Context: an optimization exercise on an open-source flow, tuned for small area. The choices shown serve that exercise and are no tape-out recipe. In this exercise RTL edits were held to simulation tests only and were not proved equivalent to the original. Power figures rest on the tool's default switching activity, not on a simulated workload.

Design key_extract_reli_tx, start of the top module:
module key_extract_reli_tx
#(
   parameter int PKT_METADATA_WIDTH = 274,
   parameter int KEY_WIDTH          = 133,
   parameter int DST_IP_NO          = key_extract_reli_tx_pkg::DEF_DST_IP_NO,
   parameter int SRC_IP_NO          = key_extract_reli_tx_pkg::DEF_SRC_IP_NO,
   parameter int IP_WIDTH           = key_extract_reli_tx_pkg::DEF_IP_WIDTH,
   parameter int RSIP_INDEX_NO      = key_extract_reli_tx_pkg::DEF_RSIP_INDEX_NO,
   parameter int RSIP_INDEX_WIDTH   = key_extract_reli_tx_pkg::DEF_RSIP_INDEX_WIDTH,
   parameter int PKT_PROPERTY_NO    = key_extract_reli_tx_pkg::DEF_PKT_PROPERTY_NO,
   parameter int NACK_USE_SRC       = 1,
   parameter int FORWARD_MISS       = 1,
   parameter int CNT_WIDTH          = 16
) (
   input  logic                          clk,
   input  logic                          rst,
   input  logic [PKT_METADATA_WIDTH-1:0] s_pkt_metadata_info,
   input  logic                          s_pkt_metadata_valid,
   output logic                          s_pkt_metadata_ready,
   output logic [KEY_WIDTH-1:0]          m_key_info,
   output logic [1:0]                    m_key_type,
   output logic [PKT_METADATA_WIDTH-1:0] m_key_metadata,
   output logic                          m_key_valid,
   input  logic                          m_key_ready,
   input  logic                          stat_clr,
   output logic [CNT_WIDTH-1:0]          stat_dat_cnt,
   output logic [CNT_WIDTH-1:0]          stat_nack_cnt,
   output logic [CNT_WIDTH-1:0]          stat_miss_cnt
);
Size in the first run: ~740 I/O pins, roughly 21000 µm² of cells after synthesis.
==> flow/config.mk <==
export PLATFORM = sky130hd
export DESIGN_NAME = key_extract_reli_tx
export DESIGN_NICKNAME = key_extract_reli_tx
export VERILOG_FILES = /design/flow/design.v
export SDC_FILE = /design/flow/constraint.sdc
export NUM_CORES = 4
export LEC_CHECK = 0
export CAP_MARGIN = 20
export CORE_MARGIN = 2
export CORE_UTILIZATION = 40
export SLEW_MARGIN = 20
==> flow/constraint.sdc <==
create_clock -name core_clock -period 4.0 [get_ports {clk}]
set_input_delay 0.8000 -clock core_clock [delete_from_list [all_inputs] [get_ports {clk}]]
set_output_delay 0.8000 -clock core_clock [all_outputs]
set_load 0.01 [all_outputs]
standard.sh (not shown) runs the stock make flow with config.mk's settings and CLKGATE_MAP_FILE= SYNTH_SCRIPT=/design/flow/synth_recipe.tcl, a recipe that flattens the netlist after the stock synthesis.
==> flow/flow/run.sh <==
#!/bin/bash
set -euo pipefail
export BUFFER_PORTS_ARGS="-buffer_cell sky130_fd_sc_hd__buf_1"
export CTS_ARGS="-sink_clustering_enable -repair_clock_nets -dont_use_dummy_load -buf_list sky130_fd_sc_hd__clkbuf_8 -sink_clustering_size 22 -sink_clustering_max_diameter 45"
bash standard.sh > flow_make.log 2>&1
==> next run, changes <==
==> flow/flow/run.sh (replaced) <==
#!/bin/bash
set -euo pipefail
export BUFFER_PORTS_ARGS="-buffer_cell sky130_fd_sc_hd__buf_1"
export CTS_ARGS="-sink_clustering_enable -repair_clock_nets -dont_use_dummy_load -buf_list sky130_fd_sc_hd__clkbuf_4 -sink_clustering_size 10 -sink_clustering_max_diameter 40"
bash standard.sh > flow_make.log 2>&1
- CORE_ASPECT_RATIO: not set -> 0.5
- CORE_UTILIZATION: 40 -> 55
=> Synthesized area stays the same. Cell count shrinks by a few percent. Setup slack got worse by 0.25 ns. Via count shrinks slightly. Combinational power hardly moves. Critical path depth is unchanged. Cell area shrinks by a few percent. Total power shrinks by a little under a tenth. Clock skew shrinks by 0.023 ns.
==> next run, changes <==
- CORE_ASPECT_RATIO: 0.5 -> not set
- CORE_UTILIZATION: 55 -> 40
The new run passed the timing, DRC and antenna checks.
First-iteration DRC count fell by 14%.
Area after synthesis is unchanged.
Die area rises by 36%.
Utilization fell by 17 points.
Power grows by 2.7%.
Clock power came out higher by 10%.
Combinational power stays flat.
Routed wire length came out higher by 6.9%.
==> next run, changes <==
- CORE_ASPECT_RATIO: not set -> 0.4
- CORE_UTILIZATION: 40 -> 65
=> The changed run produced a clean layout. Non-clock buffer count went down by 2. Final area went down by 2.1%. Worst setup slack degrades by 0.17 ns. Combinational power barely changes.
==> next run, changes <==
==> flow/flow/run.sh (replaced) <==
#!/bin/bash
set -euo pipefail
export BUFFER_PORTS_ARGS="-buffer_cell sky130_fd_sc_hd__buf_1"
export CTS_ARGS="-sink_clustering_enable -repair_clock_nets -dont_use_dummy_load -buf_list sky130_fd_sc_hd__clkbuf_16 -sink_clustering_size 60 -sink_clustering_max_diameter 150"
bash standard.sh > flow_make.log 2>&1
- CORE_ASPECT_RATIO: 0.4 -> not set
=> The new run died in I/O pin placement (3_2_place_iop); synthesized area does not change; synthesized cell count does not change.
==> next run, changes <==
==> flow/flow/run.sh (replaced) <==
#!/bin/bash
set -euo pipefail
export BUFFER_PORTS_ARGS="-buffer_cell sky130_fd_sc_hd__buf_1"
export CTS_ARGS="-sink_clustering_enable -repair_clock_nets -dont_use_dummy_load -buf_list sky130_fd_sc_hd__clkbuf_16 -sink_clustering_size 30 -sink_clustering_max_diameter 60"
bash standard.sh > flow_make.log 2>&1
- CORE_UTILIZATION: 65 -> 40
Effect:
- The changed run ran to the end with no violations
- area after synthesis does not change
- synthesized cell count does not change

---

Setup of v11:
Starting RTL as in the previous note.
==> flow/config.mk <==
export PLATFORM = sky130hd
export DESIGN_NAME = key_extract_reli_tx
export DESIGN_NICKNAME = key_extract_reli_tx
export VERILOG_FILES = /design/flow/design.v
export SDC_FILE = /design/flow/constraint.sdc
export NUM_CORES = 4
export LEC_CHECK = 0
export CAP_MARGIN = 20
export CORE_MARGIN = 2
export CORE_UTILIZATION = 40
export SLEW_MARGIN = 20
==> flow/constraint.sdc <==
create_clock -name core_clock -period 4.0 [get_ports {clk}]
set_input_delay 0.8000 -clock core_clock [delete_from_list [all_inputs] [get_ports {clk}]]
set_output_delay 0.8000 -clock core_clock [all_outputs]
set_load 0.01 [all_outputs]
==> flow/flow/run.sh <==
#!/bin/bash
set -euo pipefail
export BUFFER_PORTS_ARGS="-buffer_cell sky130_fd_sc_hd__buf_1"
export CTS_ARGS="-sink_clustering_enable -repair_clock_nets -dont_use_dummy_load"
bash standard.sh > flow_make.log 2>&1
Inputs modified between v11 and v50:
- changing CORE_UTILIZATION from 40 to 55
- setting CORE_ASPECT_RATIO to 0.5 for the first time
==> flow/flow/run.sh <==
#!/bin/bash
set -euo pipefail
export BUFFER_PORTS_ARGS="-buffer_cell sky130_fd_sc_hd__buf_1"
export CTS_ARGS="-sink_clustering_enable -repair_clock_nets -dont_use_dummy_load -buf_list sky130_fd_sc_hd__clkbuf_8 -sink_clustering_size 20 -sink_clustering_max_diameter 50"
bash standard.sh > flow_make.log 2>&1
## What came out
Register-to-register slack (higher): v50
Of the two candidates, v11 has the worse total number of vias and v50 the better one.
Slack of the critical path delta (v50 − v11): unfavourable
Routed wire length on v50 is ahead of v11.
Placed instance count: higher on v11
Here is what was changed in the inputs of v5 compared with v50.
- changing CORE_UTILIZATION from 55 to 65
- changing CORE_ASPECT_RATIO from 0.5 to 0.4
- changing CAP_MARGIN from 20 to 5
- changing SLEW_MARGIN from 20 to 5
==> flow/flow/run.sh <==
#!/bin/bash
set -euo pipefail
export BUFFER_PORTS_ARGS="-buffer_cell sky130_fd_sc_hd__buf_1"
export CTS_ARGS="-sink_clustering_enable -repair_clock_nets -dont_use_dummy_load -buf_list sky130_fd_sc_hd__clkbuf_4 -sink_clustering_size 8 -sink_clustering_max_diameter 30"
bash standard.sh > flow_make.log 2>&1
==> run notes <==
v5 against v50: fraction of final layout cells with drive strength greater than 1 went up by 2.0 points; count of plain and timing-repair buffers in the layout was more or less identical.
[compare] base=v50 new=v5: setup slack fell 0.25 ns, total power went up, worst relative slew slack went down, worst-case hold slack shows a reduction of 0.18 ns, final area closely matched the old numbers.
| met2 routing resource usage after global routing | v5 vs v50 | 8.5 points higher |
> inputs changed (v5 -> v22)
- a change of CORE_UTILIZATION from 65 to 40
- a deleted CORE_ASPECT_RATIO that had been 0.4
- a change of CAP_MARGIN from 5 to 20
- a change of SLEW_MARGIN from 5 to 20
==> flow/flow/run.sh <==
#!/bin/bash
set -euo pipefail
export BUFFER_PORTS_ARGS="-buffer_cell sky130_fd_sc_hd__buf_1"
export CTS_ARGS="-sink_clustering_enable -repair_clock_nets -dont_use_dummy_load -buf_list sky130_fd_sc_hd__clkbuf_8 -sink_clustering_size 16 -sink_clustering_max_diameter 50"
bash standard.sh > flow_make.log 2>&1
Findings:
Per the comparison of v22 with v5, design area moved up; post-synthesis adder-cell area fraction level; die height moved up. Lower well tap count goes to v5 over v22. Clock latency on the worst-skew pair in v22 is 0.13 ns below v5. Lower largest net degree at the start of global routing among v22 and v5: v22. Of v22 and v5, v22 shows the higher worst hold slack, with v5 below it. Every run (v22 and v5) finished clean. In the tables for v22 and v5, total power draw reads higher with v22. For area share of buffers outside the clock network, v22 and v5 come out practically identical. Final-layout clock-cell area share: higher on v22. met1 track utilization from global routing was higher in the run labelled v5.
Here is what was changed in the inputs of v23 compared with v22.
- putting CORE_ASPECT_RATIO at 0.4 where nothing was set
- swapping 40 for 65 in CORE_UTILIZATION
==> flow/flow/run.sh <==
#!/bin/bash
set -euo pipefail
export BUFFER_PORTS_ARGS="-buffer_cell sky130_fd_sc_hd__buf_1"
export CTS_ARGS="-sink_clustering_enable -repair_clock_nets -dont_use_dummy_load -buf_list sky130_fd_sc_hd__clkbuf_4 -sink_clustering_size 8 -sink_clustering_max_diameter 30"
bash standard.sh > flow_make.log 2>&1
--- outcome ---
Summary of v23 over v22: post-route fraction of the period consumed by the critical path rose by 8.6 points, worst slew margin relative to its limit fell by 6.2 points, proportion of power drawn by flip-flops and latches rose by 1.4 points, remaining antenna violation count stayed essentially flat. The endpoint of the worst setup timing path comes out m_key_info[8] in one run and m_key_info[102] in the other, namely in v22 and v23 respectively. Relative to v22, the clock network area share of v23 is lower by 0.44 points.

==> afterwards: timing with drivers on the ports <==
Ports are ideal in the flow. The routed layouts listed here were re-timed in OpenROAD.
Step 1 sets driving cells, clkbuf_16 on the clock port and buf_2 on the other inputs (assumed; they add their load-dependent delay and slew).
Step 2 moves the port delays by t, midway between the first and last clock arrival at a register: inputs arrive t later, outputs are due t later. That takes back most of the time a late clock gives input paths.
Slacks: ideal / step 1 / step 2; pairs: ideal / step 1.
run | t, ns | setup slack, ns | hold slack, ns | worst register clock-pin slew, ns | worst slew at a driven data input, ns
the first run of note 1 | 0.674 | 0.875 / 0.817 / 1.142 | 0.349 / 0.322 / 0.397 | 0.11 / 0.11 | 0.14
the second run of note 1 | 0.790 | 0.625 / 0.568 / 1.230 | 0.250 / 0.219 / 0.439 | 0.12 / 0.12 | 0.12
the third run of note 1 | 0.849 | 0.737 / 0.681 / 1.128 | 0.143 / 0.110 / 0.350 | 0.11 / 0.11 | 0.12
the fourth run of note 1 | 0.781 | 0.567 / 0.514 / 1.200 | 0.237 / 0.213 / 0.418 | 0.12 / 0.12 | 0.14
the sixth run of note 1 | 0.619 | 0.992 / 0.930 / 1.105 | 0.386 / 0.374 / 0.386 | 0.11 / 0.11 | 0.13
v11 | 0.645 | 0.966 / 0.905 / 1.109 | 0.390 / 0.355 / 0.431 | 0.06 / 0.06 | 0.13
v50 | 0.631 | 0.785 / 0.727 / 1.234 | 0.396 / 0.382 / 0.447 | 0.12 / 0.12 | 0.13
v5 | 0.826 | 0.538 / 0.479 / 1.204 | 0.211 / 0.178 / 0.411 | 0.10 / 0.10 | 0.15
v22 | 0.683 | 0.881 / 0.821 / 1.146 | 0.329 / 0.301 / 0.394 | 0.10 / 0.10 | 0.14
v23 | 0.826 | 0.538 / 0.479 / 1.204 | 0.211 / 0.178 / 0.411 | 0.10 / 0.10 | 0.15
After both steps every run listed still meets setup and hold.
